Context: an optimization exercise on an open-source flow, tuned for small area, a short achievable clock period and few clock cycles. The choices shown serve that exercise and are no tape-out recipe. Function was checked by simulation only, so behaviour that the tests miss may differ from the original. Power is estimated from default activity; no workload was simulated.

**flow/config.mk**
```make
export PLATFORM = sky130hd
export DESIGN_NAME = ordered_ring_list_engine
export DESIGN_NICKNAME = ordered_ring_list_engine
export VERILOG_FILES = /design/flow/design.v
export SDC_FILE = /design/flow/constraint.sdc
export NUM_CORES = 4
export LEC_CHECK = 0
export CAP_MARGIN = 20
export CORE_MARGIN = 2
export CORE_UTILIZATION = 40
export SETUP_SLACK_MARGIN = 2.0
export SLEW_MARGIN = 20
```
**flow/constraint.sdc**
```tcl
create_clock -name core_clock -period 5.5 [get_ports {i_clk}]
set_input_delay 1.1000 -clock core_clock [delete_from_list [all_inputs] [get_ports {i_clk}]]
set_output_delay 1.1000 -clock core_clock [all_outputs]
set_load 0.01 [all_outputs]
```
**flow/design.v**
```verilog
`timescale 1ns / 1ps
`default_nettype none
package orle_pkg;
    localparam int KIND_W = 3;
    localparam int VAL_W  = 32;
    localparam int IDX_W  = 5;
    localparam int CNT_W  = 5;
    localparam int ELEM_W = 32;
    localparam logic [KIND_W-1:0] KIND_APPEND  = 3'd0;
    localparam logic [KIND_W-1:0] KIND_GET     = 3'd1;
    localparam logic [KIND_W-1:0] KIND_DELETE  = 3'd2;
    localparam logic [KIND_W-1:0] KIND_ROTATE  = 3'd3;
    localparam logic [KIND_W-1:0] KIND_READALL = 3'd4;
    localparam logic [KIND_W-1:0] KIND_CLEAR   = 3'd5;
    localparam logic [1:0] ST_OK       = 2'd0;
    localparam logic [1:0] ST_NOTFOUND = 2'd1;
    localparam logic [1:0] ST_EMPTY    = 2'd2;
    localparam logic [1:0] ST_FULL     = 2'd3;
endpackage
`default_nettype wire
`timescale 1ns / 1ps
`default_nettype none
module orle_alu (
    input  wire logic [4:0] i_idx,
    input  wire logic [4:0] i_len,
    output logic [3:0]      o_pos
);
    always_comb begin
        unique case ({i_len, i_idx})
            10'd32: o_pos = 4'd0;
            10'd33: o_pos = 4'd0;
            10'd34: o_pos = 4'd0;
            10'd35: o_pos = 4'd0;
            10'd36: o_pos = 4'd0;
            10'd37: o_pos = 4'd0;
            10'd38: o_pos = 4'd0;
            10'd39: o_pos = 4'd0;
            10'd40: o_pos = 4'd0;
            10'd41: o_pos = 4'd0;
            10'd42: o_pos = 4'd0;
            10'd43: o_pos = 4'd0;
            10'd44: o_pos = 4'd0;
            10'd45: o_pos = 4'd0;
            10'd46: o_pos = 4'd0;
            10'd47: o_pos = 4'd0;
            10'd48: o_pos = 4'd0;
            10'd49: o_pos = 4'd0;
            10'd50: o_pos = 4'd0;
            10'd51: o_pos = 4'd0;
            10'd52: o_pos = 4'd0;
            10'd53: o_pos = 4'd0;
            10'd54: o_pos = 4'd0;
            10'd55: o_pos = 4'd0;
            10'd56: o_pos = 4'd0;
            10'd57: o_pos = 4'd0;
            10'd58: o_pos = 4'd0;
            10'd59: o_pos = 4'd0;
            10'd60: o_pos = 4'd0;
            10'd61: o_pos = 4'd0;
            10'd62: o_pos = 4'd0;
            10'd63: o_pos = 4'd0;
            10'd64: o_pos = 4'd0;
            10'd65: o_pos = 4'd1;
            10'd66: o_pos = 4'd0;
            10'd67: o_pos = 4'd1;
            10'd68: o_pos = 4'd0;
            10'd69: o_pos = 4'd1;
            10'd70: o_pos = 4'd0;
            10'd71: o_pos = 4'd1;
            10'd72: o_pos = 4'd0;
            10'd73: o_pos = 4'd1;
            10'd74: o_pos = 4'd0;
            10'd75: o_pos = 4'd1;
            10'd76: o_pos = 4'd0;
            10'd77: o_pos = 4'd1;
            10'd78: o_pos = 4'd0;
            10'd79: o_pos = 4'd1;
            10'd80: o_pos = 4'd0;
            10'd81: o_pos = 4'd0;
            10'd82: o_pos = 4'd0;
            10'd83: o_pos = 4'd0;
            10'd84: o_pos = 4'd0;
            10'd85: o_pos = 4'd0;
            10'd86: o_pos = 4'd0;
            10'd87: o_pos = 4'd0;
            10'd88: o_pos = 4'd0;
            10'd89: o_pos = 4'd0;
            10'd90: o_pos = 4'd0;
            10'd91: o_pos = 4'd0;
            10'd92: o_pos = 4'd0;
            10'd93: o_pos = 4'd0;
            10'd94: o_pos = 4'd0;
            10'd95: o_pos = 4'd1;
            10'd96: o_pos = 4'd0;
            10'd97: o_pos = 4'd1;
            10'd98: o_pos = 4'd2;
            10'd99: o_pos = 4'd0;
            10'd100: o_pos = 4'd1;
            10'd101: o_pos = 4'd2;
            10'd102: o_pos = 4'd0;
            10'd103: o_pos = 4'd1;
            10'd104: o_pos = 4'd2;
            10'd105: o_pos = 4'd0;
            10'd106: o_pos = 4'd1;
            10'd107: o_pos = 4'd2;
            10'd108: o_pos = 4'd0;
            10'd109: o_pos = 4'd1;
            10'd110: o_pos = 4'd2;
            10'd111: o_pos = 4'd0;
            10'd112: o_pos = 4'd0;
            10'd113: o_pos = 4'd0;
            10'd114: o_pos = 4'd0;
            10'd115: o_pos = 4'd0;
            10'd116: o_pos = 4'd0;
            10'd117: o_pos = 4'd0;
            10'd118: o_pos = 4'd0;
            10'd119: o_pos = 4'd0;
            10'd120: o_pos = 4'd0;
            10'd121: o_pos = 4'd0;
            10'd122: o_pos = 4'd0;
            10'd123: o_pos = 4'd0;
            10'd124: o_pos = 4'd0;
            10'd125: o_pos = 4'd0;
            10'd126: o_pos = 4'd1;
            10'd127: o_pos = 4'd2;
            10'd128: o_pos = 4'd0;
            10'd129: o_pos = 4'd1;
            10'd130: o_pos = 4'd2;
            10'd131: o_pos = 4'd3;
            10'd132: o_pos = 4'd0;
            10'd133: o_pos = 4'd1;
            10'd134: o_pos = 4'd2;
            10'd135: o_pos = 4'd3;
            10'd136: o_pos = 4'd0;
            10'd137: o_pos = 4'd1;
            10'd138: o_pos = 4'd2;
            10'd139: o_pos = 4'd3;
            10'd140: o_pos = 4'd0;
            10'd141: o_pos = 4'd1;
            10'd142: o_pos = 4'd2;
            10'd143: o_pos = 4'd3;
            10'd144: o_pos = 4'd0;
            10'd145: o_pos = 4'd0;
            10'd146: o_pos = 4'd0;
            10'd147: o_pos = 4'd0;
            10'd148: o_pos = 4'd0;
            10'd149: o_pos = 4'd0;
            10'd150: o_pos = 4'd0;
            10'd151: o_pos = 4'd0;
            10'd152: o_pos = 4'd0;
            10'd153: o_pos = 4'd0;
            10'd154: o_pos = 4'd0;
            10'd155: o_pos = 4'd0;
            10'd156: o_pos = 4'd0;
            10'd157: o_pos = 4'd1;
            10'd158: o_pos = 4'd2;
            10'd159: o_pos = 4'd3;
            10'd160: o_pos = 4'd0;
            10'd161: o_pos = 4'd1;
            10'd162: o_pos = 4'd2;
            10'd163: o_pos = 4'd3;
            10'd164: o_pos = 4'd4;
            10'd165: o_pos = 4'd0;
            10'd166: o_pos = 4'd1;
            10'd167: o_pos = 4'd2;
            10'd168: o_pos = 4'd3;
            10'd169: o_pos = 4'd4;
            10'd170: o_pos = 4'd0;
            10'd171: o_pos = 4'd1;
            10'd172: o_pos = 4'd2;
            10'd173: o_pos = 4'd3;
            10'd174: o_pos = 4'd4;
            10'd175: o_pos = 4'd0;
            10'd176: o_pos = 4'd0;
            10'd177: o_pos = 4'd0;
            10'd178: o_pos = 4'd0;
            10'd179: o_pos = 4'd0;
            10'd180: o_pos = 4'd0;
            10'd181: o_pos = 4'd0;
            10'd182: o_pos = 4'd0;
            10'd183: o_pos = 4'd0;
            10'd184: o_pos = 4'd0;
            10'd185: o_pos = 4'd0;
            10'd186: o_pos = 4'd0;
            10'd187: o_pos = 4'd0;
            10'd188: o_pos = 4'd1;
            10'd189: o_pos = 4'd2;
            10'd190: o_pos = 4'd3;
            10'd191: o_pos = 4'd4;
            10'd192: o_pos = 4'd0;
            10'd193: o_pos = 4'd1;
            10'd194: o_pos = 4'd2;
            10'd195: o_pos = 4'd3;
            10'd196: o_pos = 4'd4;
            10'd197: o_pos = 4'd5;
            10'd198: o_pos = 4'd0;
            10'd199: o_pos = 4'd1;
            10'd200: o_pos = 4'd2;
            10'd201: o_pos = 4'd3;
            10'd202: o_pos = 4'd4;
            10'd203: o_pos = 4'd5;
            10'd204: o_pos = 4'd0;
            10'd205: o_pos = 4'd1;
            10'd206: o_pos = 4'd2;
            10'd207: o_pos = 4'd3;
            10'd208: o_pos = 4'd0;
            10'd209: o_pos = 4'd0;
            10'd210: o_pos = 4'd0;
            10'd211: o_pos = 4'd0;
            10'd212: o_pos = 4'd0;
            10'd213: o_pos = 4'd0;
            10'd214: o_pos = 4'd0;
            10'd215: o_pos = 4'd0;
            10'd216: o_pos = 4'd0;
            10'd217: o_pos = 4'd0;
            10'd218: o_pos = 4'd0;
            10'd219: o_pos = 4'd1;
            10'd220: o_pos = 4'd2;
            10'd221: o_pos = 4'd3;
            10'd222: o_pos = 4'd4;
            10'd223: o_pos = 4'd5;
            10'd224: o_pos = 4'd0;
            10'd225: o_pos = 4'd1;
            10'd226: o_pos = 4'd2;
            10'd227: o_pos = 4'd3;
            10'd228: o_pos = 4'd4;
            10'd229: o_pos = 4'd5;
            10'd230: o_pos = 4'd6;
            10'd231: o_pos = 4'd0;
            10'd232: o_pos = 4'd1;
            10'd233: o_pos = 4'd2;
            10'd234: o_pos = 4'd3;
            10'd235: o_pos = 4'd4;
            10'd236: o_pos = 4'd5;
            10'd237: o_pos = 4'd6;
            10'd238: o_pos = 4'd0;
            10'd239: o_pos = 4'd1;
            10'd240: o_pos = 4'd0;
            10'd241: o_pos = 4'd0;
            10'd242: o_pos = 4'd0;
            10'd243: o_pos = 4'd0;
            10'd244: o_pos = 4'd0;
            10'd245: o_pos = 4'd0;
            10'd246: o_pos = 4'd0;
            10'd247: o_pos = 4'd0;
            10'd248: o_pos = 4'd0;
            10'd249: o_pos = 4'd0;
            10'd250: o_pos = 4'd1;
            10'd251: o_pos = 4'd2;
            10'd252: o_pos = 4'd3;
            10'd253: o_pos = 4'd4;
            10'd254: o_pos = 4'd5;
            10'd255: o_pos = 4'd6;
            10'd256: o_pos = 4'd0;
            10'd257: o_pos = 4'd1;
            10'd258: o_pos = 4'd2;
            10'd259: o_pos = 4'd3;
            10'd260: o_pos = 4'd4;
            10'd261: o_pos = 4'd5;
            10'd262: o_pos = 4'd6;
            10'd263: o_pos = 4'd7;
            10'd264: o_pos = 4'd0;
            10'd265: o_pos = 4'd1;
            10'd266: o_pos = 4'd2;
            10'd267: o_pos = 4'd3;
            10'd268: o_pos = 4'd4;
            10'd269: o_pos = 4'd5;
            10'd270: o_pos = 4'd6;
            10'd271: o_pos = 4'd7;
            10'd272: o_pos = 4'd0;
            10'd273: o_pos = 4'd0;
            10'd274: o_pos = 4'd0;
            10'd275: o_pos = 4'd0;
            10'd276: o_pos = 4'd0;
            10'd277: o_pos = 4'd0;
            10'd278: o_pos = 4'd0;
            10'd279: o_pos = 4'd0;
            10'd280: o_pos = 4'd0;
            10'd281: o_pos = 4'd1;
            10'd282: o_pos = 4'd2;
            10'd283: o_pos = 4'd3;
            10'd284: o_pos = 4'd4;
            10'd285: o_pos = 4'd5;
            10'd286: o_pos = 4'd6;
            10'd287: o_pos = 4'd7;
            10'd288: o_pos = 4'd0;
            10'd289: o_pos = 4'd1;
            10'd290: o_pos = 4'd2;
            10'd291: o_pos = 4'd3;
            10'd292: o_pos = 4'd4;
            10'd293: o_pos = 4'd5;
            10'd294: o_pos = 4'd6;
            10'd295: o_pos = 4'd7;
            10'd296: o_pos = 4'd8;
            10'd297: o_pos = 4'd0;
            10'd298: o_pos = 4'd1;
            10'd299: o_pos = 4'd2;
            10'd300: o_pos = 4'd3;
            10'd301: o_pos = 4'd4;
            10'd302: o_pos = 4'd5;
            10'd303: o_pos = 4'd6;
            10'd304: o_pos = 4'd0;
            10'd305: o_pos = 4'd0;
            10'd306: o_pos = 4'd0;
            10'd307: o_pos = 4'd0;
            10'd308: o_pos = 4'd0;
            10'd309: o_pos = 4'd0;
            10'd310: o_pos = 4'd0;
            10'd311: o_pos = 4'd0;
            10'd312: o_pos = 4'd1;
            10'd313: o_pos = 4'd2;
            10'd314: o_pos = 4'd3;
            10'd315: o_pos = 4'd4;
            10'd316: o_pos = 4'd5;
            10'd317: o_pos = 4'd6;
            10'd318: o_pos = 4'd7;
            10'd319: o_pos = 4'd8;
            10'd320: o_pos = 4'd0;
            10'd321: o_pos = 4'd1;
            10'd322: o_pos = 4'd2;
            10'd323: o_pos = 4'd3;
            10'd324: o_pos = 4'd4;
            10'd325: o_pos = 4'd5;
            10'd326: o_pos = 4'd6;
            10'd327: o_pos = 4'd7;
            10'd328: o_pos = 4'd8;
            10'd329: o_pos = 4'd9;
            10'd330: o_pos = 4'd0;
            10'd331: o_pos = 4'd1;
            10'd332: o_pos = 4'd2;
            10'd333: o_pos = 4'd3;
            10'd334: o_pos = 4'd4;
            10'd335: o_pos = 4'd5;
            10'd336: o_pos = 4'd0;
            10'd337: o_pos = 4'd0;
            10'd338: o_pos = 4'd0;
            10'd339: o_pos = 4'd0;
            10'd340: o_pos = 4'd0;
            10'd341: o_pos = 4'd0;
            10'd342: o_pos = 4'd0;
            10'd343: o_pos = 4'd1;
            10'd344: o_pos = 4'd2;
            10'd345: o_pos = 4'd3;
            10'd346: o_pos = 4'd4;
            10'd347: o_pos = 4'd5;
            10'd348: o_pos = 4'd6;
            10'd349: o_pos = 4'd7;
            10'd350: o_pos = 4'd8;
            10'd351: o_pos = 4'd9;
            10'd352: o_pos = 4'd0;
            10'd353: o_pos = 4'd1;
            10'd354: o_pos = 4'd2;
            10'd355: o_pos = 4'd3;
            10'd356: o_pos = 4'd4;
            10'd357: o_pos = 4'd5;
            10'd358: o_pos = 4'd6;
            10'd359: o_pos = 4'd7;
            10'd360: o_pos = 4'd8;
            10'd361: o_pos = 4'd9;
            10'd362: o_pos = 4'd10;
            10'd363: o_pos = 4'd0;
            10'd364: o_pos = 4'd1;
            10'd365: o_pos = 4'd2;
            10'd366: o_pos = 4'd3;
            10'd367: o_pos = 4'd4;
            10'd368: o_pos = 4'd0;
            10'd369: o_pos = 4'd0;
            10'd370: o_pos = 4'd0;
            10'd371: o_pos = 4'd0;
            10'd372: o_pos = 4'd0;
            10'd373: o_pos = 4'd0;
            10'd374: o_pos = 4'd1;
            10'd375: o_pos = 4'd2;
            10'd376: o_pos = 4'd3;
            10'd377: o_pos = 4'd4;
            10'd378: o_pos = 4'd5;
            10'd379: o_pos = 4'd6;
            10'd380: o_pos = 4'd7;
            10'd381: o_pos = 4'd8;
            10'd382: o_pos = 4'd9;
            10'd383: o_pos = 4'd10;
            10'd384: o_pos = 4'd0;
            10'd385: o_pos = 4'd1;
            10'd386: o_pos = 4'd2;
            10'd387: o_pos = 4'd3;
            10'd388: o_pos = 4'd4;
            10'd389: o_pos = 4'd5;
            10'd390: o_pos = 4'd6;
            10'd391: o_pos = 4'd7;
            10'd392: o_pos = 4'd8;
            10'd393: o_pos = 4'd9;
            10'd394: o_pos = 4'd10;
            10'd395: o_pos = 4'd11;
            10'd396: o_pos = 4'd0;
            10'd397: o_pos = 4'd1;
            10'd398: o_pos = 4'd2;
            10'd399: o_pos = 4'd3;
            10'd400: o_pos = 4'd0;
            10'd401: o_pos = 4'd0;
            10'd402: o_pos = 4'd0;
            10'd403: o_pos = 4'd0;
            10'd404: o_pos = 4'd0;
            10'd405: o_pos = 4'd1;
            10'd406: o_pos = 4'd2;
            10'd407: o_pos = 4'd3;
            10'd408: o_pos = 4'd4;
            10'd409: o_pos = 4'd5;
            10'd410: o_pos = 4'd6;
            10'd411: o_pos = 4'd7;
            10'd412: o_pos = 4'd8;
            10'd413: o_pos = 4'd9;
            10'd414: o_pos = 4'd10;
            10'd415: o_pos = 4'd11;
            10'd416: o_pos = 4'd0;
            10'd417: o_pos = 4'd1;
            10'd418: o_pos = 4'd2;
            10'd419: o_pos = 4'd3;
            10'd420: o_pos = 4'd4;
            10'd421: o_pos = 4'd5;
            10'd422: o_pos = 4'd6;
            10'd423: o_pos = 4'd7;
            10'd424: o_pos = 4'd8;
            10'd425: o_pos = 4'd9;
            10'd426: o_pos = 4'd10;
            10'd427: o_pos = 4'd11;
            10'd428: o_pos = 4'd12;
            10'd429: o_pos = 4'd0;
            10'd430: o_pos = 4'd1;
            10'd431: o_pos = 4'd2;
            10'd432: o_pos = 4'd0;
            10'd433: o_pos = 4'd0;
            10'd434: o_pos = 4'd0;
            10'd435: o_pos = 4'd0;
            10'd436: o_pos = 4'd1;
            10'd437: o_pos = 4'd2;
            10'd438: o_pos = 4'd3;
            10'd439: o_pos = 4'd4;
            10'd440: o_pos = 4'd5;
            10'd441: o_pos = 4'd6;
            10'd442: o_pos = 4'd7;
            10'd443: o_pos = 4'd8;
            10'd444: o_pos = 4'd9;
            10'd445: o_pos = 4'd10;
            10'd446: o_pos = 4'd11;
            10'd447: o_pos = 4'd12;
            10'd448: o_pos = 4'd0;
            10'd449: o_pos = 4'd1;
            10'd450: o_pos = 4'd2;
            10'd451: o_pos = 4'd3;
            10'd452: o_pos = 4'd4;
            10'd453: o_pos = 4'd5;
            10'd454: o_pos = 4'd6;
            10'd455: o_pos = 4'd7;
            10'd456: o_pos = 4'd8;
            10'd457: o_pos = 4'd9;
            10'd458: o_pos = 4'd10;
            10'd459: o_pos = 4'd11;
            10'd460: o_pos = 4'd12;
            10'd461: o_pos = 4'd13;
            10'd462: o_pos = 4'd0;
            10'd463: o_pos = 4'd1;
            10'd464: o_pos = 4'd0;
            10'd465: o_pos = 4'd0;
            10'd466: o_pos = 4'd0;
            10'd467: o_pos = 4'd1;
            10'd468: o_pos = 4'd2;
            10'd469: o_pos = 4'd3;
            10'd470: o_pos = 4'd4;
            10'd471: o_pos = 4'd5;
            10'd472: o_pos = 4'd6;
            10'd473: o_pos = 4'd7;
            10'd474: o_pos = 4'd8;
            10'd475: o_pos = 4'd9;
            10'd476: o_pos = 4'd10;
            10'd477: o_pos = 4'd11;
            10'd478: o_pos = 4'd12;
            10'd479: o_pos = 4'd13;
            10'd480: o_pos = 4'd0;
            10'd481: o_pos = 4'd1;
            10'd482: o_pos = 4'd2;
            10'd483: o_pos = 4'd3;
            10'd484: o_pos = 4'd4;
            10'd485: o_pos = 4'd5;
            10'd486: o_pos = 4'd6;
            10'd487: o_pos = 4'd7;
            10'd488: o_pos = 4'd8;
            10'd489: o_pos = 4'd9;
            10'd490: o_pos = 4'd10;
            10'd491: o_pos = 4'd11;
            10'd492: o_pos = 4'd12;
            10'd493: o_pos = 4'd13;
            10'd494: o_pos = 4'd14;
            10'd495: o_pos = 4'd0;
            10'd496: o_pos = 4'd0;
            10'd497: o_pos = 4'd0;
            10'd498: o_pos = 4'd1;
            10'd499: o_pos = 4'd2;
            10'd500: o_pos = 4'd3;
            10'd501: o_pos = 4'd4;
            10'd502: o_pos = 4'd5;
            10'd503: o_pos = 4'd6;
            10'd504: o_pos = 4'd7;
            10'd505: o_pos = 4'd8;
            10'd506: o_pos = 4'd9;
            10'd507: o_pos = 4'd10;
            10'd508: o_pos = 4'd11;
            10'd509: o_pos = 4'd12;
            10'd510: o_pos = 4'd13;
            10'd511: o_pos = 4'd14;
            10'd512: o_pos = 4'd0;
            10'd513: o_pos = 4'd1;
            10'd514: o_pos = 4'd2;
            10'd515: o_pos = 4'd3;
            10'd516: o_pos = 4'd4;
            10'd517: o_pos = 4'd5;
            10'd518: o_pos = 4'd6;
            10'd519: o_pos = 4'd7;
            10'd520: o_pos = 4'd8;
            10'd521: o_pos = 4'd9;
            10'd522: o_pos = 4'd10;
            10'd523: o_pos = 4'd11;
            10'd524: o_pos = 4'd12;
            10'd525: o_pos = 4'd13;
            10'd526: o_pos = 4'd14;
            10'd527: o_pos = 4'd15;
            10'd528: o_pos = 4'd0;
            10'd529: o_pos = 4'd1;
            10'd530: o_pos = 4'd2;
            10'd531: o_pos = 4'd3;
            10'd532: o_pos = 4'd4;
            10'd533: o_pos = 4'd5;
            10'd534: o_pos = 4'd6;
            10'd535: o_pos = 4'd7;
            10'd536: o_pos = 4'd8;
            10'd537: o_pos = 4'd9;
            10'd538: o_pos = 4'd10;
            10'd539: o_pos = 4'd11;
            10'd540: o_pos = 4'd12;
            10'd541: o_pos = 4'd13;
            10'd542: o_pos = 4'd14;
            10'd543: o_pos = 4'd15;
            default: o_pos = 4'd0;
        endcase
    end
endmodule
module orle_add4 (
    input  wire logic [3:0] i_a,
    input  wire logic [3:0] i_b,
    output logic [3:0]      o_sum
);
    always_comb begin
        unique case ({i_a, i_b})
            8'd0: o_sum = 4'd0;
            8'd1: o_sum = 4'd1;
            8'd2: o_sum = 4'd2;
            8'd3: o_sum = 4'd3;
            8'd4: o_sum = 4'd4;
            8'd5: o_sum = 4'd5;
            8'd6: o_sum = 4'd6;
            8'd7: o_sum = 4'd7;
            8'd8: o_sum = 4'd8;
            8'd9: o_sum = 4'd9;
            8'd10: o_sum = 4'd10;
            8'd11: o_sum = 4'd11;
            8'd12: o_sum = 4'd12;
            8'd13: o_sum = 4'd13;
            8'd14: o_sum = 4'd14;
            8'd15: o_sum = 4'd15;
            8'd16: o_sum = 4'd1;
            8'd17: o_sum = 4'd2;
            8'd18: o_sum = 4'd3;
            8'd19: o_sum = 4'd4;
            8'd20: o_sum = 4'd5;
            8'd21: o_sum = 4'd6;
            8'd22: o_sum = 4'd7;
            8'd23: o_sum = 4'd8;
            8'd24: o_sum = 4'd9;
            8'd25: o_sum = 4'd10;
            8'd26: o_sum = 4'd11;
            8'd27: o_sum = 4'd12;
            8'd28: o_sum = 4'd13;
            8'd29: o_sum = 4'd14;
            8'd30: o_sum = 4'd15;
            8'd31: o_sum = 4'd0;
            8'd32: o_sum = 4'd2;
            8'd33: o_sum = 4'd3;
            8'd34: o_sum = 4'd4;
            8'd35: o_sum = 4'd5;
            8'd36: o_sum = 4'd6;
            8'd37: o_sum = 4'd7;
            8'd38: o_sum = 4'd8;
            8'd39: o_sum = 4'd9;
            8'd40: o_sum = 4'd10;
            8'd41: o_sum = 4'd11;
            8'd42: o_sum = 4'd12;
            8'd43: o_sum = 4'd13;
            8'd44: o_sum = 4'd14;
            8'd45: o_sum = 4'd15;
            8'd46: o_sum = 4'd0;
            8'd47: o_sum = 4'd1;
            8'd48: o_sum = 4'd3;
            8'd49: o_sum = 4'd4;
            8'd50: o_sum = 4'd5;
            8'd51: o_sum = 4'd6;
            8'd52: o_sum = 4'd7;
            8'd53: o_sum = 4'd8;
            8'd54: o_sum = 4'd9;
            8'd55: o_sum = 4'd10;
            8'd56: o_sum = 4'd11;
            8'd57: o_sum = 4'd12;
            8'd58: o_sum = 4'd13;
            8'd59: o_sum = 4'd14;
            8'd60: o_sum = 4'd15;
            8'd61: o_sum = 4'd0;
            8'd62: o_sum = 4'd1;
            8'd63: o_sum = 4'd2;
            8'd64: o_sum = 4'd4;
            8'd65: o_sum = 4'd5;
            8'd66: o_sum = 4'd6;
            8'd67: o_sum = 4'd7;
            8'd68: o_sum = 4'd8;
            8'd69: o_sum = 4'd9;
            8'd70: o_sum = 4'd10;
            8'd71: o_sum = 4'd11;
            8'd72: o_sum = 4'd12;
            8'd73: o_sum = 4'd13;
            8'd74: o_sum = 4'd14;
            8'd75: o_sum = 4'd15;
            8'd76: o_sum = 4'd0;
            8'd77: o_sum = 4'd1;
            8'd78: o_sum = 4'd2;
            8'd79: o_sum = 4'd3;
            8'd80: o_sum = 4'd5;
            8'd81: o_sum = 4'd6;
            8'd82: o_sum = 4'd7;
            8'd83: o_sum = 4'd8;
            8'd84: o_sum = 4'd9;
            8'd85: o_sum = 4'd10;
            8'd86: o_sum = 4'd11;
            8'd87: o_sum = 4'd12;
            8'd88: o_sum = 4'd13;
            8'd89: o_sum = 4'd14;
            8'd90: o_sum = 4'd15;
            8'd91: o_sum = 4'd0;
            8'd92: o_sum = 4'd1;
            8'd93: o_sum = 4'd2;
            8'd94: o_sum = 4'd3;
            8'd95: o_sum = 4'd4;
            8'd96: o_sum = 4'd6;
            8'd97: o_sum = 4'd7;
            8'd98: o_sum = 4'd8;
            8'd99: o_sum = 4'd9;
            8'd100: o_sum = 4'd10;
            8'd101: o_sum = 4'd11;
            8'd102: o_sum = 4'd12;
            8'd103: o_sum = 4'd13;
            8'd104: o_sum = 4'd14;
            8'd105: o_sum = 4'd15;
            8'd106: o_sum = 4'd0;
            8'd107: o_sum = 4'd1;
            8'd108: o_sum = 4'd2;
            8'd109: o_sum = 4'd3;
            8'd110: o_sum = 4'd4;
            8'd111: o_sum = 4'd5;
            8'd112: o_sum = 4'd7;
            8'd113: o_sum = 4'd8;
            8'd114: o_sum = 4'd9;
            8'd115: o_sum = 4'd10;
            8'd116: o_sum = 4'd11;
            8'd117: o_sum = 4'd12;
            8'd118: o_sum = 4'd13;
            8'd119: o_sum = 4'd14;
            8'd120: o_sum = 4'd15;
            8'd121: o_sum = 4'd0;
            8'd122: o_sum = 4'd1;
            8'd123: o_sum = 4'd2;
            8'd124: o_sum = 4'd3;
            8'd125: o_sum = 4'd4;
            8'd126: o_sum = 4'd5;
            8'd127: o_sum = 4'd6;
            8'd128: o_sum = 4'd8;
            8'd129: o_sum = 4'd9;
            8'd130: o_sum = 4'd10;
            8'd131: o_sum = 4'd11;
            8'd132: o_sum = 4'd12;
            8'd133: o_sum = 4'd13;
            8'd134: o_sum = 4'd14;
            8'd135: o_sum = 4'd15;
            8'd136: o_sum = 4'd0;
            8'd137: o_sum = 4'd1;
            8'd138: o_sum = 4'd2;
            8'd139: o_sum = 4'd3;
            8'd140: o_sum = 4'd4;
            8'd141: o_sum = 4'd5;
            8'd142: o_sum = 4'd6;
            8'd143: o_sum = 4'd7;
            8'd144: o_sum = 4'd9;
            8'd145: o_sum = 4'd10;
            8'd146: o_sum = 4'd11;
            8'd147: o_sum = 4'd12;
            8'd148: o_sum = 4'd13;
            8'd149: o_sum = 4'd14;
            8'd150: o_sum = 4'd15;
            8'd151: o_sum = 4'd0;
            8'd152: o_sum = 4'd1;
            8'd153: o_sum = 4'd2;
            8'd154: o_sum = 4'd3;
            8'd155: o_sum = 4'd4;
            8'd156: o_sum = 4'd5;
            8'd157: o_sum = 4'd6;
            8'd158: o_sum = 4'd7;
            8'd159: o_sum = 4'd8;
            8'd160: o_sum = 4'd10;
            8'd161: o_sum = 4'd11;
            8'd162: o_sum = 4'd12;
            8'd163: o_sum = 4'd13;
            8'd164: o_sum = 4'd14;
            8'd165: o_sum = 4'd15;
            8'd166: o_sum = 4'd0;
            8'd167: o_sum = 4'd1;
            8'd168: o_sum = 4'd2;
            8'd169: o_sum = 4'd3;
            8'd170: o_sum = 4'd4;
            8'd171: o_sum = 4'd5;
            8'd172: o_sum = 4'd6;
            8'd173: o_sum = 4'd7;
            8'd174: o_sum = 4'd8;
            8'd175: o_sum = 4'd9;
            8'd176: o_sum = 4'd11;
            8'd177: o_sum = 4'd12;
            8'd178: o_sum = 4'd13;
            8'd179: o_sum = 4'd14;
            8'd180: o_sum = 4'd15;
            8'd181: o_sum = 4'd0;
            8'd182: o_sum = 4'd1;
            8'd183: o_sum = 4'd2;
            8'd184: o_sum = 4'd3;
            8'd185: o_sum = 4'd4;
            8'd186: o_sum = 4'd5;
            8'd187: o_sum = 4'd6;
            8'd188: o_sum = 4'd7;
            8'd189: o_sum = 4'd8;
            8'd190: o_sum = 4'd9;
            8'd191: o_sum = 4'd10;
            8'd192: o_sum = 4'd12;
            8'd193: o_sum = 4'd13;
            8'd194: o_sum = 4'd14;
            8'd195: o_sum = 4'd15;
            8'd196: o_sum = 4'd0;
            8'd197: o_sum = 4'd1;
            8'd198: o_sum = 4'd2;
            8'd199: o_sum = 4'd3;
            8'd200: o_sum = 4'd4;
            8'd201: o_sum = 4'd5;
            8'd202: o_sum = 4'd6;
            8'd203: o_sum = 4'd7;
            8'd204: o_sum = 4'd8;
            8'd205: o_sum = 4'd9;
            8'd206: o_sum = 4'd10;
            8'd207: o_sum = 4'd11;
            8'd208: o_sum = 4'd13;
            8'd209: o_sum = 4'd14;
            8'd210: o_sum = 4'd15;
            8'd211: o_sum = 4'd0;
            8'd212: o_sum = 4'd1;
            8'd213: o_sum = 4'd2;
            8'd214: o_sum = 4'd3;
            8'd215: o_sum = 4'd4;
            8'd216: o_sum = 4'd5;
            8'd217: o_sum = 4'd6;
            8'd218: o_sum = 4'd7;
            8'd219: o_sum = 4'd8;
            8'd220: o_sum = 4'd9;
            8'd221: o_sum = 4'd10;
            8'd222: o_sum = 4'd11;
            8'd223: o_sum = 4'd12;
            8'd224: o_sum = 4'd14;
            8'd225: o_sum = 4'd15;
            8'd226: o_sum = 4'd0;
            8'd227: o_sum = 4'd1;
            8'd228: o_sum = 4'd2;
            8'd229: o_sum = 4'd3;
            8'd230: o_sum = 4'd4;
            8'd231: o_sum = 4'd5;
            8'd232: o_sum = 4'd6;
            8'd233: o_sum = 4'd7;
            8'd234: o_sum = 4'd8;
            8'd235: o_sum = 4'd9;
            8'd236: o_sum = 4'd10;
            8'd237: o_sum = 4'd11;
            8'd238: o_sum = 4'd12;
            8'd239: o_sum = 4'd13;
            8'd240: o_sum = 4'd15;
            8'd241: o_sum = 4'd0;
            8'd242: o_sum = 4'd1;
            8'd243: o_sum = 4'd2;
            8'd244: o_sum = 4'd3;
            8'd245: o_sum = 4'd4;
            8'd246: o_sum = 4'd5;
            8'd247: o_sum = 4'd6;
            8'd248: o_sum = 4'd7;
            8'd249: o_sum = 4'd8;
            8'd250: o_sum = 4'd9;
            8'd251: o_sum = 4'd10;
            8'd252: o_sum = 4'd11;
            8'd253: o_sum = 4'd12;
            8'd254: o_sum = 4'd13;
            8'd255: o_sum = 4'd14;
            default: o_sum = 4'd0;
        endcase
    end
endmodule
`default_nettype wire
`timescale 1ns / 1ps
`default_nettype none
module orle_ram #(
    parameter int WIDTH = 32,
    parameter int DEPTH = 16
) (
    input  wire logic                     i_clk,
    input  wire logic                     i_we,
    input  wire logic [$clog2(DEPTH)-1:0] i_waddr,
    input  wire logic [WIDTH-1:0]         i_wdata,
    input  wire logic [$clog2(DEPTH)-1:0] i_raddr,
    output logic [WIDTH-1:0]              o_rdata
);
    logic [WIDTH-1:0] r_mem [DEPTH];
    logic [WIDTH-1:0] r_q;
    always_ff @(posedge i_clk) begin
        if (i_we) begin
            r_mem[i_waddr] <= i_wdata;
        end
        r_q <= r_mem[i_raddr];
    end
    assign o_rdata = r_q;
endmodule
`default_nettype wire
`timescale 1ns / 1ps
`default_nettype none
module orle_core (
    input  wire logic        i_clk,
    input  wire logic        i_rst_n,
    input  wire logic        i_in_valid,
    output logic             o_in_ready,
    input  wire logic [2:0]  i_in_kind,
    input  wire logic [31:0] i_in_value,
    input  wire logic [4:0]  i_in_index,
    output logic             o_out_valid,
    input  wire logic        i_out_ready,
    output logic [31:0]      o_out_element,
    output logic [1:0]       o_out_status,
    output logic [4:0]       o_out_count,
    output logic             o_out_last
);
    localparam logic [1:0] S_RUN  = 2'd0;   
    localparam logic [1:0] S_RA   = 2'd1;   
    localparam logic [1:0] S_MOVE = 2'd2;   
    function automatic logic [3:0] f_inc4(input logic [3:0] x);
        f_inc4 = 4'd0;
        for (int k = 0; k < 16; k++) begin
            if (x == 4'(k)) f_inc4 = 4'((k + 1) % 16);
        end
    endfunction
    function automatic logic [3:0] f_dec4(input logic [3:0] x);
        f_dec4 = 4'd0;
        for (int k = 0; k < 16; k++) begin
            if (x == 4'(k)) f_dec4 = 4'((k + 15) % 16);
        end
    endfunction
    function automatic logic [4:0] f_inc5(input logic [4:0] x);
        f_inc5 = 5'd0;
        for (int k = 0; k < 32; k++) begin
            if (x == 5'(k)) f_inc5 = 5'((k + 1) % 32);
        end
    endfunction
    function automatic logic [4:0] f_dec5(input logic [4:0] x);
        f_dec5 = 5'd0;
        for (int k = 0; k < 32; k++) begin
            if (x == 5'(k)) f_dec5 = 5'((k + 31) % 32);
        end
    endfunction
    function automatic logic [15:0] f_ge(input logic [3:0] x);    
        f_ge = 16'd0;
        for (int k = 0; k < 16; k++) begin
            if (x == 4'(k)) f_ge = 16'((32'hFFFF << k) & 32'hFFFF);
        end
    endfunction
    function automatic logic [15:0] f_dec16(input logic [3:0] x);
        f_dec16 = 16'd0;
        for (int k = 0; k < 16; k++) begin
            if (x == 4'(k)) f_dec16 = 16'(1 << k);
        end
    endfunction
    function automatic logic [3:0] f_first(input logic [15:0] v);   
        f_first = 4'd0;
        for (int s = 15; s >= 0; s--) begin
            if (v[s]) f_first = 4'(s);
        end
    endfunction
    logic        r_qv;
    logic        r_kapp, r_kget, r_kdel, r_krot, r_kra, r_kclr;
    logic [31:0] r_qval;
    logic [3:0]  r_gslot;
    logic [31:0] r_mem [16];
    logic [3:0]  r_head;
    logic [4:0]  r_cnt;
    logic [15:0] r_valid;
    logic [15:0] r_half;
    logic [1:0]  r_st;
    logic [3:0]  r_ptr;      
    logic [3:0]  r_rem;      
    logic [3:0]  r_mw;       
    logic [3:0]  r_mend;     
    logic        r_mdn;      
    logic        r_ov;
    logic [31:0] r_oelem;
    logic [1:0]  r_ost;
    logic [4:0]  r_ocnt;
    logic        r_olast;
    logic        w_free, w_exec, w_empty, w_full, w_take;
    logic [3:0]  w_raddr, w_head1, w_tail;
    logic [31:0] w_rd, w_wdata;
    logic [15:0] w_we;
    assign w_free  = !r_ov || i_out_ready;
    assign w_exec  = r_qv && (r_st == S_RUN) && w_free;
    assign w_empty = (r_cnt == 5'd0);
    assign w_full  = r_cnt[4];
    assign w_head1 = f_inc4(r_head);
    assign o_in_ready = !r_qv || w_exec;
    assign w_take     = o_in_ready && i_in_valid;
    orle_add4 u_tail (.i_a(r_head), .i_b(f_dec4(r_cnt[3:0])), .o_sum(w_tail));
    logic [15:0] w_head_oh, w_vend_oh, w_tail_oh, w_hend_oh, w_hlast_oh, w_ge_head;
    always_comb begin
        w_head_oh = f_dec16(r_head);
        w_ge_head = f_ge(r_head);
        for (int s = 0; s < 16; s++) begin
            w_vend_oh[s]  = w_empty ? w_head_oh[s] : (r_valid[(s+15)%16] && !r_valid[s]);
            w_hend_oh[s]  = w_empty ? w_head_oh[s] : (r_half[(s+15)%16] && !r_half[s]);
            w_tail_oh[s]  = w_full ? w_head_oh[(s+1)%16] : (r_valid[s] && !r_valid[(s+1)%16]);
            w_hlast_oh[s] = r_half[s] && !r_half[(s+1)%16];
        end
    end
    logic [15:0] r_match;
    logic [15:0] w_eq_in, w_mbase, w_match, w_mhi;
    logic        w_eqq, w_wmatch;
    logic        w_found, w_headside, w_nomove;
    logic [3:0]  w_fs;
    always_comb begin
        for (int s = 0; s < 16; s++) begin
            w_eq_in[s] = (r_mem[s] == i_in_value);
        end
        w_eqq    = (r_qval == i_in_value);
        w_mbase  = w_take ? w_eq_in : r_match;
        w_wmatch = (r_st == S_RUN && r_kapp) ? w_eqq : w_mbase[w_raddr];
    end
    always_ff @(posedge i_clk) begin
        for (int s = 0; s < 16; s++) begin
            r_match[s] <= w_we[s] ? w_wmatch : w_mbase[s];
        end
    end
    always_comb begin
        w_match    = r_match & r_valid;
        w_mhi      = w_match & w_ge_head;
        w_found    = |w_match;
        w_headside = |(w_match & r_half);
        w_nomove   = w_headside ? |(w_match & w_head_oh) : !(|(w_match & ~w_tail_oh));
        w_fs       = (|w_mhi) ? f_first(w_mhi) : f_first(w_match);
    end
    logic [4:0]  w_cnt_a;
    logic [3:0]  w_pos_a, w_pos_b, w_hsel, w_gs_a, w_gs_b;
    logic        w_delhit, w_headinc;
    assign w_cnt_a   = (r_qv && r_kapp && !w_full) ? f_inc5(r_cnt) : r_cnt;
    assign w_delhit  = r_qv && r_kdel && w_found;
    assign w_headinc = r_qv && ((r_krot && !w_empty) || (r_kdel && w_headside));
    assign w_hsel    = w_headinc ? w_head1 : r_head;
    orle_alu  u_pos_a (.i_idx(i_in_index), .i_len(w_cnt_a),       .o_pos(w_pos_a));
    orle_alu  u_pos_b (.i_idx(i_in_index), .i_len(f_dec5(r_cnt)), .o_pos(w_pos_b));
    orle_add4 u_gs_a  (.i_a(w_hsel), .i_b(w_pos_a), .o_sum(w_gs_a));
    orle_add4 u_gs_b  (.i_a(w_hsel), .i_b(w_pos_b), .o_sum(w_gs_b));
    assign w_raddr = (r_st != S_RUN) ? r_ptr : (r_kget ? r_gslot : r_head);
    assign w_rd    = r_mem[w_raddr];
    always_comb begin
        w_wdata = (r_st == S_RUN && r_kapp) ? r_qval : w_rd;
        for (int s = 0; s < 16; s++) begin
            w_we[s] = (r_st == S_MOVE) ? (r_mw == 4'(s))
                                       : (r_qv && r_st == S_RUN && (r_kapp || (r_krot && !w_empty))
                                          && !w_full && w_vend_oh[s]);
        end
    end
    always_ff @(posedge i_clk) begin
        for (int s = 0; s < 16; s++) begin
            if (w_we[s]) r_mem[s] <= w_wdata;
        end
    end
    always_ff @(posedge i_clk) begin
        if (w_take) begin
            r_kapp  <= (i_in_kind == orle_pkg::KIND_APPEND);
            r_kget  <= (i_in_kind == orle_pkg::KIND_GET);
            r_kdel  <= (i_in_kind == orle_pkg::KIND_DELETE);
            r_krot  <= (i_in_kind == orle_pkg::KIND_ROTATE);
            r_kra   <= (i_in_kind == orle_pkg::KIND_READALL);
            r_kclr  <= (i_in_kind == orle_pkg::KIND_CLEAR);
            r_qval  <= i_in_value;
            r_gslot <= w_delhit ? w_gs_b : w_gs_a;
        end
        if (!i_rst_n) begin
            r_qv <= 1'b0;
        end else if (o_in_ready) begin
            r_qv <= i_in_valid;
        end
    end
    always_ff @(posedge i_clk) begin
        logic        ld;
        logic [31:0] el;
        logic [1:0]  stat;
        logic [4:0]  cn;
        logic        la;
        ld   = 1'b0;
        el   = 32'd0;
        stat = orle_pkg::ST_OK;
        cn   = r_cnt;
        la   = 1'b1;
        if (!i_rst_n) begin
            r_st    <= S_RUN;
            r_head  <= 4'd0;
            r_cnt   <= 5'd0;
            r_valid <= 16'd0;
            r_half  <= 16'd0;
            r_ov    <= 1'b0;
        end else begin
            if (r_st == S_MOVE) begin
                r_mw  <= r_ptr;
                r_ptr <= r_mdn ? f_dec4(r_ptr) : f_inc4(r_ptr);
                if (r_ptr == r_mend) r_st <= S_RUN;
            end else if (r_st == S_RA) begin
                if (w_free) begin
                    ld = 1'b1;
                    el = w_rd;
                    la = (r_rem == 4'd0);
                    r_ptr <= f_inc4(r_ptr);
                    r_rem <= f_dec4(r_rem);
                    if (la) r_st <= S_RUN;
                end
            end else if (w_exec) begin
                ld = 1'b1;
                if (r_kapp) begin
                    if (w_full) begin
                        stat = orle_pkg::ST_FULL;
                    end else begin
                        cn      = f_inc5(r_cnt);
                        r_cnt   <= cn;
                        r_valid <= r_valid | w_vend_oh;
                        if (!r_cnt[0]) r_half <= r_half | w_hend_oh;
                    end
                end else if (r_kget) begin
                    if (w_empty) stat = orle_pkg::ST_EMPTY;
                    else         el   = w_rd;
                end else if (r_kdel) begin
                    if (w_empty) begin
                        stat = orle_pkg::ST_EMPTY;
                    end else if (!w_found) begin
                        stat = orle_pkg::ST_NOTFOUND;
                    end else begin
                        cn    = f_dec5(r_cnt);
                        r_cnt <= cn;
                        r_mw  <= w_fs;
                        if (!w_nomove) r_st <= S_MOVE;
                        if (w_headside) begin
                            r_head  <= w_head1;
                            r_ptr   <= f_dec4(w_fs);
                            r_mend  <= r_head;
                            r_mdn   <= 1'b1;
                            r_valid <= r_valid & ~w_head_oh;
                            if (r_cnt[0]) r_half <= r_half & ~w_head_oh;
                            else          r_half <= (r_half & ~w_head_oh) | w_hend_oh;
                        end else begin
                            r_ptr   <= f_inc4(w_fs);
                            r_mend  <= w_tail;
                            r_mdn   <= 1'b0;
                            r_valid <= r_valid & ~w_tail_oh;
                            if (r_cnt[0]) r_half <= r_half & ~w_hlast_oh;
                        end
                    end
                end else if (r_krot) begin
                    if (w_empty) begin
                        stat = orle_pkg::ST_EMPTY;
                    end else begin
                        r_head  <= w_head1;
                        r_valid <= {r_valid[14:0], r_valid[15]};
                        r_half  <= {r_half[14:0], r_half[15]};
                    end
                end else if (r_kra) begin
                    if (w_empty) begin
                        stat = orle_pkg::ST_EMPTY;
                    end else begin
                        el = w_rd;
                        la = (r_cnt == 5'd1);
                        r_ptr <= w_head1;
                        r_rem <= f_dec4(f_dec4(r_cnt[3:0]));
                        if (!la) r_st <= S_RA;
                    end
                end else if (r_kclr) begin
                    cn      = 5'd0;
                    r_cnt   <= 5'd0;
                    r_valid <= 16'd0;
                    r_half  <= 16'd0;
                end
            end
            if (ld)               r_ov <= 1'b1;
            else if (i_out_ready) r_ov <= 1'b0;
        end
        if (ld) begin
            r_oelem <= el;
            r_ost   <= stat;
            r_ocnt  <= cn;
            r_olast <= la;
        end
    end
    assign o_out_valid   = r_ov;
    assign o_out_element = r_oelem;
    assign o_out_status  = r_ost;
    assign o_out_count   = r_ocnt;
    assign o_out_last    = r_olast;
endmodule
`default_nettype wire
`timescale 1ns / 1ps
`default_nettype none
module ordered_ring_list_engine (
    input  wire logic        i_clk,
    input  wire logic        i_rst_n,
    input  wire logic        i_in_valid,
    output logic             o_in_ready,
    input  wire logic [2:0]  i_in_kind,
    input  wire logic [31:0] i_in_value,
    input  wire logic [4:0]  i_in_index,
    output logic             o_out_valid,
    input  wire logic        i_out_ready,
    output logic [31:0]      o_out_element,
    output logic [1:0]       o_out_status,
    output logic [4:0]       o_out_count,
    output logic             o_out_last
);
    orle_core u_core (
        .i_clk        (i_clk),
        .i_rst_n      (i_rst_n),
        .i_in_valid   (i_in_valid),
        .o_in_ready   (o_in_ready),
        .i_in_kind    (i_in_kind),
        .i_in_value   (i_in_value),
        .i_in_index   (i_in_index),
        .o_out_valid  (o_out_valid),
        .i_out_ready  (i_out_ready),
        .o_out_element(o_out_element),
        .o_out_status (o_out_status),
        .o_out_count  (o_out_count),
        .o_out_last   (o_out_last)
    );
endmodule
`default_nettype wire
```
**flow/run.sh**
```bash
#!/bin/bash
# synth_recipe.tcl (not shown) runs the flow's synth.tcl, then flattens the netlist and writes it again
# the make line also repeats each setting of config.mk as NAME=value (left out here)
make -C /OpenROAD-flow-scripts/flow DESIGN_CONFIG=/design/flow/config.mk WORK_HOME=/design/flow/orfs CLKGATE_MAP_FILE= SYNTH_SCRIPT=/design/flow/synth_recipe.tcl finish
```
==> results of run 1 <==
worst max-delay path, stage by stage (launching register included):
cell	delay [ps]
dfxtp_4	390
inv_4	70
ha_4	180
or4_4	660
buf_6	170
a31oi_4	230
nor2_4	110
a211o_1	300
a311oi_2	300
o22ai_2	100
buf_4	180
buf_4	160
ha_1	190
nand2_1	60
nand3_1	90
a211oi_1	370
nor4_2	100
a211oi_2	200
state kept, by name, indices dropped and copies added, names as in the netlist, 5 cells and up:
| name | count |
|---|---|
| u_core.r_half | 16 |
| u_core.r_cnt | 5 |
| u_core.r_valid | 16 |
| u_core.r_qval | 32 |
| u_core.r_ocnt | 5 |
| u_core.r_mem | 512 |
| u_core.r_oelem | 32 |
| u_core.r_match | 16 |
what timing repair did:
action / 4_1_cts / 5_1_grt
endpoints found under the setup margin: 1018 / 577
hold buffers: 0 / 0
pin swaps: 84 / 61
gates resized for setup: 340 / 188
gates cloned: 6 / 2
setup buffers: 114 / 35
placed cells by master, fill, tap and decap left out, drive strengths merged, types with 10 or more instances in the layout:
cell type and instances:
mux2 44, dfxtp 61, a22oi 173, and3 11, o31ai 16, buf 370
nor4 48, nand2b 26, nor2 135, clkdlybuf4s50 47, a211oi 26, nor2b 17
a21boi 34, o22ai 36, nand4 174, xor2 25, nor3 70, a311oi 22
xnor2 549, nand3 89, a21oi 155, or3 12, o21ai 124, and2 47
a21o 14, clkbuf 108, a22o 51, o221ai 10, a31oi 62, edfxtp 611
or2 13, a221oi 58, clkinv 33, nand2 176, o22a 35, o2111ai 18
mux2i 67, inv 81, ha 58, o211ai 19
worst max-delay path by stage:
stage	start	to	slack, ps
4_1_cts	u_core.r_cnt[3]	u_core.r_gslot[3]	1510
3_3_place_gp	i_in_index[0]	u_core.r_gslot[3]	230
3_5_place_dp	i_in_index[1]	u_core.r_gslot[2]	190
2_1_floorplan	i_in_index[2]	u_core.r_gslot[2]	1050
5_1_grt	u_core.r_cnt[2]	u_core.r_gslot[3]	1340
6_report	u_core.r_cnt[2]	u_core.r_gslot[3]	1480
metal layers:
layer	up-vias	share of wire	wire length [um]	track usage
met2	2710	0.43	79400	0.531
met4	10	0.083	15500	0.227
met5	-	0.00053	98	0
met1	17100	0.37	68300	0.459
li1	14300	-	-	-
met3	602	0.12	22200	0.0795
logic make-up after synthesis:
family,synth area share
AND/OR/NAND/NOR,0.114
adder cells (fa/ha/maj),0.0184
buffers and inverters,0.0373
multiplexers,0.0348
flip-flops,0.497
XOR/XNOR,0.128
AO/OA/AOI/OAI,0.171
report_power, final:
group          switching, mW  internal (mW)  total, mW
registers             0.0456           5.74       5.78
logic                   1.19          0.608       1.80
clock network           2.37           3.10       5.47
total                   3.61           9.45       13.1
stage by stage:
stage | power, mW | cells | hold WS, ps
final | 13.1 | 5186 | 562
after floorplan | 6.76 | 3589 | 487
after detailed placement | 7.45 | 4883 | 535
after global placement | 7.45 | 4883 | 519
after CTS | 12.9 | 5148 | 558
after global routing | 13.3 | 5185 | 599
final cells by class:
cell class | count | area, sq um
Inverter | 79 | 354
Clock inverter | 49 | 513
Tap cell | 1287 | 1610
Sequential cell | 672 | 19600
Multi-Input combinational cell | 2555 | 20600
Fill cell | 8728 | 49000
Clock buffer | 96 | 2120
Antenna cell | 1 | 2.50
Timing Repair Buffer | 447 | 4120
==> results_dict.tcl, run 1 <==
set metrics [dict create \
    result_of_the_run "complete, no violations" \
    vdd_drop_max_mv 0.257 \
    cts-root-buf "clkbuf_16" \
    fin_setup_tns_ps 0 \
    grt_overflow_total 0 \
    worstPathRequired_ps 6020 \
    worstPathMaxFanout 8 \
    reg2reg_to "u_core.r_gslot[3]" \
    grt_antenna_before_repair 7 \
    critical_path.reg2reg.startpoint "u_core.r_cnt[2]" \
    rsz0062_at_grt "yes" \
    vias_in_the_first_global_route 31900 \
    final.setup_skew_ps 39.8 \
    clock_tree.buffer_depth 3 \
    fmax_mhz 249 \
    standard_cell_area_after_detailed_placement_sq_um 43000 \
    post_drt_via_cell_ratio 6.69 \
    timing_max_transition_violations_final 0 \
    synth-seq-cells 672 \
    maximum_number_of_pins_on_one_net_before_global_route_repair 50 \
    critical_path_arrival_ps 4540 \
    tightest_slew_ps 1040 \
    hold_path_class "flop to flop" \
    core_region_area_sq_um 98000 \
    async_reset_ff_frac 0 \
    yosysWarnings 4 \
    post-synth-top-area-cell "edfxtp_1" \
    clock_latency_ps 670 \
    netlist-cell-type-count 94 \
    setup_ws_ps 1480 \
    numClockSinks 672 \
    post_synth.cell_area_avg_sq_um 11.0 \
    drc_viols 0 \
    synth_enable_flop_cells 611 \
    layout.nets 3935 \
    drv.max_cap_violation_count 0 \
    p_per_area_nw_per_um2 267 \
    wire_length_of_the_first_global_routing_pass_um 254000 \
    routed_vias 34700 \
    post-route-period-util 0.731 \
    final_weighted_congestion_of_routability_driven_global_placement 1.02 \
    synthTopCellsByArea "edfxtp_1, xnor2_1, a22oi_1" \
    power.leakage_nw 16.0 \
    cts_bufs_inserted 78 \
    holdPathStages 2 \
    first_iter_violations 5912 \
    holdPathEnd "u_core.r_half[11]" \
    fp.dieArea_sq_um 101000 \
    setup_viol 0 \
    port_buffers 85 \
    die-height_um 318 \
    fraction_of_final_layout_cells_sized_beyond_drive_strength_1 0.232 \
    synth_sequential_area_ratio 0.497 \
    clk_pin_slew_worst_paths_ps 60 \
    final_core_util 0.499 \
    firstDrtPassIters 8 \
    std_cell_rows 115 \
    path_class "flop to flop" \
    r2r_setup_slack_ps 1480 \
    dp_slack_ps 187 \
    place.detailed.hpwl_um 127000 \
    tritoncts_clock_tree "done" \
    final_design_area_no_fill_sq_um 48900 \
    chipWidth_um 318 \
    global_route_total_usage_across_every_layer 0.353 \
    syn_inst 3589 \
    worst_r2r_path_depth 17 \
    setup.worst_path.start_class "flop" \
    min_period_ps 4020 \
    ys_top_cells_by_count "edfxtp_1, xnor2_1, clkbuf_1" \
    design.portCount 86 \
    yosys.area.top_type_share 0.466 \
    syn_area_sq_um 39400 \
    hp-start "u_core.r_half[11]" \
    ys_dominant_reg_cell "edfxtp_1" \
    max_slew_margin 0.303 \
    routedWlPerCell_um 35.8 \
    crit_path_end_kind "flop" \
    drtAntennaViolNets 0 \
    timing_hold_violations_final 0 \
    starting_density_of_the_core 0.402 \
    syn_to_final_growth_pct 24.3 \
    postSynthNetCount 3691 \
    h-tree-depth 3 \
    yosysMostFrequentCell "edfxtp_1" \
    detail_route.wirelength_um 186000 \
]
Testbench counts, summed over its fixed seeds: cycles 23,237.
==> run 2, diff against run 1 <==
--- a/flow/design.v
+++ b/flow/design.v
@@ -891,26 +891,32 @@
             if (x == 4'(k)) f_dec16 = 16'(1 << k);
         end
     endfunction
-    function automatic logic [3:0] f_first(input logic [15:0] v);   
-        f_first = 4'd0;
-        for (int s = 15; s >= 0; s--) begin
-            if (v[s]) f_first = 4'(s);
-        end
+    function automatic logic [15:0] f_low(input logic [15:0] v);   
+        logic [15:0] p;
+        p = v;
+        for (int s = 1; s < 16; s++) p[s] = p[s] | p[s-1];
+        f_low = v & ~{p[14:0], 1'b0};
+    endfunction
+    function automatic logic [15:0] f_rotl(input logic [15:0] v);   
+        f_rotl = {v[14:0], v[15]};
+    endfunction
+    function automatic logic [15:0] f_rotr(input logic [15:0] v);   
+        f_rotr = {v[0], v[15:1]};
     endfunction
     logic        r_qv;
     logic        r_kapp, r_kget, r_kdel, r_krot, r_kra, r_kclr;
     logic [31:0] r_qval;
-    logic [3:0]  r_gslot;
+    logic [3:0]  r_gslot;    
     logic [31:0] r_mem [16];
     logic [3:0]  r_head;
+    logic [15:0] r_hoh;      
     logic [4:0]  r_cnt;
     logic [15:0] r_valid;
     logic [15:0] r_half;
     logic [1:0]  r_st;
-    logic [3:0]  r_ptr;      
+    logic [15:0] r_poh;      
     logic [3:0]  r_rem;      
-    logic [3:0]  r_mw;       
-    logic [3:0]  r_mend;     
+    logic [15:0] r_mendoh;   
     logic        r_mdn;      
     logic        r_ov;
     logic [31:0] r_oelem;
@@ -918,7 +924,8 @@
     logic [4:0]  r_ocnt;
     logic        r_olast;
     logic        w_free, w_exec, w_empty, w_full, w_take;
-    logic [3:0]  w_raddr, w_head1, w_tail;
+    logic [3:0]  w_head1;
+    logic [15:0] w_rsel;
     logic [31:0] w_rd, w_wdata;
     logic [15:0] w_we;
     assign w_free  = !r_ov || i_out_ready;
@@ -928,10 +935,9 @@
     assign w_head1 = f_inc4(r_head);
     assign o_in_ready = !r_qv || w_exec;
     assign w_take     = o_in_ready && i_in_valid;
-    orle_add4 u_tail (.i_a(r_head), .i_b(f_dec4(r_cnt[3:0])), .o_sum(w_tail));
     logic [15:0] w_head_oh, w_vend_oh, w_tail_oh, w_hend_oh, w_hlast_oh, w_ge_head;
     always_comb begin
-        w_head_oh = f_dec16(r_head);
+        w_head_oh = r_hoh;
         w_ge_head = f_ge(r_head);
         for (int s = 0; s < 16; s++) begin
             w_vend_oh[s]  = w_empty ? w_head_oh[s] : (r_valid[(s+15)%16] && !r_valid[s]);
@@ -944,14 +950,14 @@
     logic [15:0] w_eq_in, w_mbase, w_match, w_mhi;
     logic        w_eqq, w_wmatch;
     logic        w_found, w_headside, w_nomove;
-    logic [3:0]  w_fs;
+    logic [15:0] w_first;
     always_comb begin
         for (int s = 0; s < 16; s++) begin
             w_eq_in[s] = (r_mem[s] == i_in_value);
         end
         w_eqq    = (r_qval == i_in_value);
         w_mbase  = w_take ? w_eq_in : r_match;
-        w_wmatch = (r_st == S_RUN && r_kapp) ? w_eqq : w_mbase[w_raddr];
+        w_wmatch = (r_st == S_RUN && r_kapp) ? w_eqq : |(w_mbase & w_rsel);
     end
     always_ff @(posedge i_clk) begin
         for (int s = 0; s < 16; s++) begin
@@ -964,7 +970,7 @@
         w_found    = |w_match;
         w_headside = |(w_match & r_half);
         w_nomove   = w_headside ? |(w_match & w_head_oh) : !(|(w_match & ~w_tail_oh));
-        w_fs       = (|w_mhi) ? f_first(w_mhi) : f_first(w_match);
+        w_first    = (|w_mhi) ? f_low(w_mhi) : f_low(w_match);
     end
     logic [4:0]  w_cnt_a;
     logic [3:0]  w_pos_a, w_pos_b, w_hsel, w_gs_a, w_gs_b;
@@ -977,12 +983,19 @@
     orle_alu  u_pos_b (.i_idx(i_in_index), .i_len(f_dec5(r_cnt)), .o_pos(w_pos_b));
     orle_add4 u_gs_a  (.i_a(w_hsel), .i_b(w_pos_a), .o_sum(w_gs_a));
     orle_add4 u_gs_b  (.i_a(w_hsel), .i_b(w_pos_b), .o_sum(w_gs_b));
-    assign w_raddr = (r_st != S_RUN) ? r_ptr : (r_kget ? r_gslot : r_head);
-    assign w_rd    = r_mem[w_raddr];
+    always_comb begin
+        w_rsel = (r_st != S_RUN) ? r_poh : (r_kget ? f_dec16(r_gslot) : r_hoh);
+        w_rd = 32'd0;
+        for (int s = 0; s < 16; s++) begin
+            w_rd = w_rd | (r_mem[s] & {32{w_rsel[s]}});
+        end
+    end
+    logic [15:0] w_mw_oh;
+    assign w_mw_oh = r_mdn ? f_rotl(r_poh) : f_rotr(r_poh);
     always_comb begin
         w_wdata = (r_st == S_RUN && r_kapp) ? r_qval : w_rd;
         for (int s = 0; s < 16; s++) begin
-            w_we[s] = (r_st == S_MOVE) ? (r_mw == 4'(s))
+            w_we[s] = (r_st == S_MOVE) ? w_mw_oh[s]
                                        : (r_qv && r_st == S_RUN && (r_kapp || (r_krot && !w_empty))
                                           && !w_full && w_vend_oh[s]);
         end
@@ -1023,21 +1036,21 @@
         if (!i_rst_n) begin
             r_st    <= S_RUN;
             r_head  <= 4'd0;
+            r_hoh   <= 16'd1;
             r_cnt   <= 5'd0;
             r_valid <= 16'd0;
             r_half  <= 16'd0;
             r_ov    <= 1'b0;
         end else begin
             if (r_st == S_MOVE) begin
-                r_mw  <= r_ptr;
-                r_ptr <= r_mdn ? f_dec4(r_ptr) : f_inc4(r_ptr);
-                if (r_ptr == r_mend) r_st <= S_RUN;
+                r_poh <= r_mdn ? f_rotr(r_poh) : f_rotl(r_poh);
+                if (|(r_poh & r_mendoh)) r_st <= S_RUN;
             end else if (r_st == S_RA) begin
                 if (w_free) begin
                     ld = 1'b1;
                     el = w_rd;
                     la = (r_rem == 4'd0);
-                    r_ptr <= f_inc4(r_ptr);
+                    r_poh <= f_rotl(r_poh);
                     r_rem <= f_dec4(r_rem);
                     if (la) r_st <= S_RUN;
                 end
@@ -1063,19 +1076,19 @@
                     end else begin
                         cn    = f_dec5(r_cnt);
                         r_cnt <= cn;
-                        r_mw  <= w_fs;
                         if (!w_nomove) r_st <= S_MOVE;
                         if (w_headside) begin
                             r_head  <= w_head1;
-                            r_ptr   <= f_dec4(w_fs);
-                            r_mend  <= r_head;
+                            r_hoh   <= f_rotl(r_hoh);
+                            r_poh   <= f_rotr(w_first);
+                            r_mendoh <= r_hoh;
                             r_mdn   <= 1'b1;
                             r_valid <= r_valid & ~w_head_oh;
                             if (r_cnt[0]) r_half <= r_half & ~w_head_oh;
                             else          r_half <= (r_half & ~w_head_oh) | w_hend_oh;
                         end else begin
-                            r_ptr   <= f_inc4(w_fs);
-                            r_mend  <= w_tail;
+                            r_poh   <= f_rotl(w_first);
+                            r_mendoh <= w_tail_oh;
                             r_mdn   <= 1'b0;
                             r_valid <= r_valid & ~w_tail_oh;
                             if (r_cnt[0]) r_half <= r_half & ~w_hlast_oh;
@@ -1086,6 +1099,7 @@
                         stat = orle_pkg::ST_EMPTY;
                     end else begin
                         r_head  <= w_head1;
+                        r_hoh   <= f_rotl(r_hoh);
                         r_valid <= {r_valid[14:0], r_valid[15]};
                         r_half  <= {r_half[14:0], r_half[15]};
                     end
@@ -1095,7 +1109,7 @@
                     end else begin
                         el = w_rd;
                         la = (r_cnt == 5'd1);
-                        r_ptr <= w_head1;
+                        r_poh <= f_rotl(r_hoh);
                         r_rem <= f_dec4(f_dec4(r_cnt[3:0]));
                         if (!la) r_st <= S_RA;
                     end
==> flow/flow/run.sh (new file) <==
#!/bin/bash
# Layout: the standard flow (standard.sh, all ORFS steps to finish), with the
# ports buffered by sky130_fd_sc_hd__buf_4 instead of the cell buffer_ports picks
# by default. The make output goes to standard_sh.log; ORFS keeps each step's
# own log under orfs/logs.
set -euo pipefail
bash standard.sh "BUFFER_PORTS_ARGS=-buffer_cell sky130_fd_sc_hd__buf_4" finish > standard_sh.log 2>&1
==> flow/standard.sh (new file) <==
#!/bin/bash
# synth_recipe.tcl (not shown) runs the flow's synth.tcl, then flattens the netlist and writes it again
# the make line also repeats each setting of config.mk as NAME=value (left out here)
make -C /OpenROAD-flow-scripts/flow DESIGN_CONFIG=/design/flow/config.mk WORK_HOME=/design/flow/orfs CLKGATE_MAP_FILE= SYNTH_SCRIPT=/design/flow/synth_recipe.tcl "${@:-finish}"
--- a/flow/config.mk
+++ b/flow/config.mk
@@ -7,6 +7,7 @@
 export LEC_CHECK = 0
 export CAP_MARGIN = 20
 export CORE_MARGIN = 2
-export CORE_UTILIZATION = 40
+export CORE_UTILIZATION = 55
+export CTS_BUF_LIST = sky130_fd_sc_hd__clkbuf_4 sky130_fd_sc_hd__clkbuf_8
 export SETUP_SLACK_MARGIN = 2.0
 export SLEW_MARGIN = 20
removed: flow/run.sh
==> run 2 against run 1 <==
Net effect: combinational power grew 18%; synthesized area grew 2.3%; highest routed layer unchanged; power grew 2.8%.
==> results_dict.tcl, run 2 <==
set metrics [dict create \
    std_cell_rows 99 \
    routedWlPerCell_um 37.4 \
    layout.cells.most_common "edfxtp_1" \
    fp.dieArea_sq_um 75400 \
    final_design_area_no_fill_sq_um 46600 \
    dp_slack_ps 367 \
    ys_top_cells_by_count "edfxtp_1, xor2_1, nand2_1" \
    p_comb_frac 0.158 \
    power.switching_fraction 0.295 \
    multiInputGateArea_sq_um 19400 \
    largest-register "u_core.r_mem" \
    clk_pin_slew_worst_paths_ps 60 \
    final.setup_skew_ps 82.6 \
    simple_gate_share_of_the_synthesized_area 0.129 \
    numPlacedInstances 4579 \
    die-height_um 275 \
    firstDrtPassIters 9 \
    async_reset_ff_frac 0 \
    final_weighted_congestion_of_routability_driven_global_placement 1.09 \
    starting_density_of_the_core 0.554 \
    synth_compound_area_frac 0.158 \
    netlist-cell-type-count 90 \
    cts_hold_buf 0 \
    drv.max_cap_violation_count 0 \
    cts_bufs_inserted 117 \
    vdd_drop_max_mv 0.290 \
    p_per_area_nw_per_um2 288 \
    post-synth-top-area-cell "edfxtp_1" \
    fin_setup_tns_ps 0 \
    power_frac_clock 0.377 \
    design.portCount 86 \
    critical_path_arrival_ps 4330 \
    setup_ws_ps 1660 \
    layout.nets 3918 \
    synth_sequential_area_ratio 0.509 \
    timing_hold_violations_final 0 \
    hold_path_class "flop to flop" \
    result_of_the_run "complete, no violations" \
    synthMuxAreaShare 0.0295 \
    vias_in_the_first_global_route 33100 \
    synthTopCellsByArea "edfxtp_1, xor2_1, dfxtp_1" \
    first_iter_violations 7638 \
    numClockSinks 708 \
    yosys.area.top_type_share 0.470 \
    cell_internal_power_mw 9.46 \
    drc_viols 0 \
    clock_latency_ps 840 \
    grt_overflow_total 0 \
    seq_area_sq_um 20500 \
    fill_cells 5710 \
    place.detailed.hpwl_um 121000 \
    tritoncts_clock_tree "done" \
    clock_tree.buffer_depth 3 \
    power_mw 13.4 \
    h-tree-depth 3 \
    postSynthNetCount 3792 \
    pwr-share-seq 0.464 \
    xor_and_xnor_fraction_of_the_mapped_netlist_area 0.123 \
    timing_max_transition_violations_final 0 \
    crit_path_end_kind "flop" \
    worst_hold_slack_ps 553 \
    syn_to_final_growth_pct 15.6 \
    fmax_mhz 260 \
    maximum_number_of_pins_on_one_net_before_global_route_repair 51 \
    power.leakage_nw 16.1 \
    commonest_non_fill_non_tap_cells_in_the_layout "edfxtp_1, xor2_1, nand2_1, buf_4, a21oi_1" \
    path_class "input pin to flop" \
    r2r_setup_slack_ps 1730 \
    largest_register_ff_count 512 \
    core_region_area_sq_um 72700 \
    global_route_total_usage_across_every_layer 0.478 \
]
==> run 2: cell count changes after synthesis, moves of 31 or more <==
cell and delta:
nor3b_1 +37, a22o_1 +33, nand3_1 -31, a22oi_1 -101, a21oi_1 +69, nor4_1 +96, and3_1 +32, nand2_1 +104
xnor2_1 -517, a31oi_1 -37, xor2_1 +505, o22a_1 -31, nand4_1 -91, a222oi_1 +31
==> run 2: final timing paths <==
kind,cells after the start,endpoint,from
worst max register to register,15,u_core.r_gslot[3],u_core.r_qv
worst min register to register,2,u_core.r_st[1],u_core.r_st[1]
worst max-delay path,19,u_core.r_gslot[2],i_in_index[1]
worst min-delay path,2,u_core.r_st[1],u_core.r_st[1]
==> run 2: kinds of logic (layout without fill, tap and decap cells) <==
group	count (synthesis)	count (layout)
AOI/OAI and AO/OA	904	905
xor gates and xnor gates	564	564
adders and majority gates	45	45
buffers and inverters	379	601
DFF	708	708
muxes	105	105
other	0	6
and+or+nand+nor	1000	1003
==> run 2: per-layer routing <==
layer / GRT usage / part of all wire / vias up
li1: - / - / 14300
met1: 0.581 / 0.34 / 17200
met5: 0 / 0.00029 / -
met2: 0.703 / 0.42 / 3456
met3: 0.165 / 0.14 / 850
met4: 0.360 / 0.10 / 8
==> run 2: power groups by stage <==
stage,Sequential [mW],Clock [mW],Combinational (mW)
after floorplan,6.29,0,1.11
after global placement,6.33,0,1.82
after detailed placement,6.34,0,1.84
after CTS,6.22,5.03,1.93
after global routing,6.23,5.24,2.16
final,6.23,5.06,2.12
==> run 2: area by class of cell <==
type                    instances  area share
clock buffers                 158      0.0421
well taps                     959      0.0258
repair buffers                304      0.0562
flip-flops and latches        708       0.440
inverters                      78     0.00707
multi-input cells            2622       0.416
diodes                          6    0.000322
clock inverters                61      0.0118
==> run 2: repair_timing <==
action                     4_1_cts  5_1_grt
gates cloned                     6        1
pin swaps                       27       27
gates resized for setup         92       90
setup buffers                   55       25
setup endpoints to repair      906      460
==> run 2: critical path: stages <==
cell and delay (ps):
buf_12 100, buf_6 130, ha_4 190, buf_4 140, a211oi_2 180, a311oi_1 90
a21oi_1 250, a22oi_1 120, o22ai_2 180, nor2_1 60, a221o_2 450, inv_4 110
ha_2 180, inv_1 80, mux2i_1 170, a21oi_1 110, mux4_2 500, nor2_2 130
a31oi_1 50
Testbench counts of run 2, summed over its fixed seeds: cycles 23,237.

## what the ideal ports hide
In the flow no input, the clock included, has a driving cell. The finished layouts below were timed again as built, in two steps. Step 1 assumes that a clkbuf_16 drives the clock port and a buf_2 every other input. Step 2, shift: input delay + t, output delay - t, t = (earliest + latest rising clock arrival at the registers) / 2. This alone moves slack from input paths to output paths. Three values: ideal ports, drivers, drivers and shift; two values: the first two.
run	t (ns)	setup WS [ns]	worst setup path at the end	pins driven straight from the clock port
run 1	0.725	1.480 / 1.480 / 0.877	input to register	1
run 2	0.869	1.658 / 1.609 / 0.739	input to register	1
After both steps every run listed still meets setup and hold. The setup slack of run 2, which loses most, moves by -0.049 ns with the drivers and by -0.919 ns with both steps.
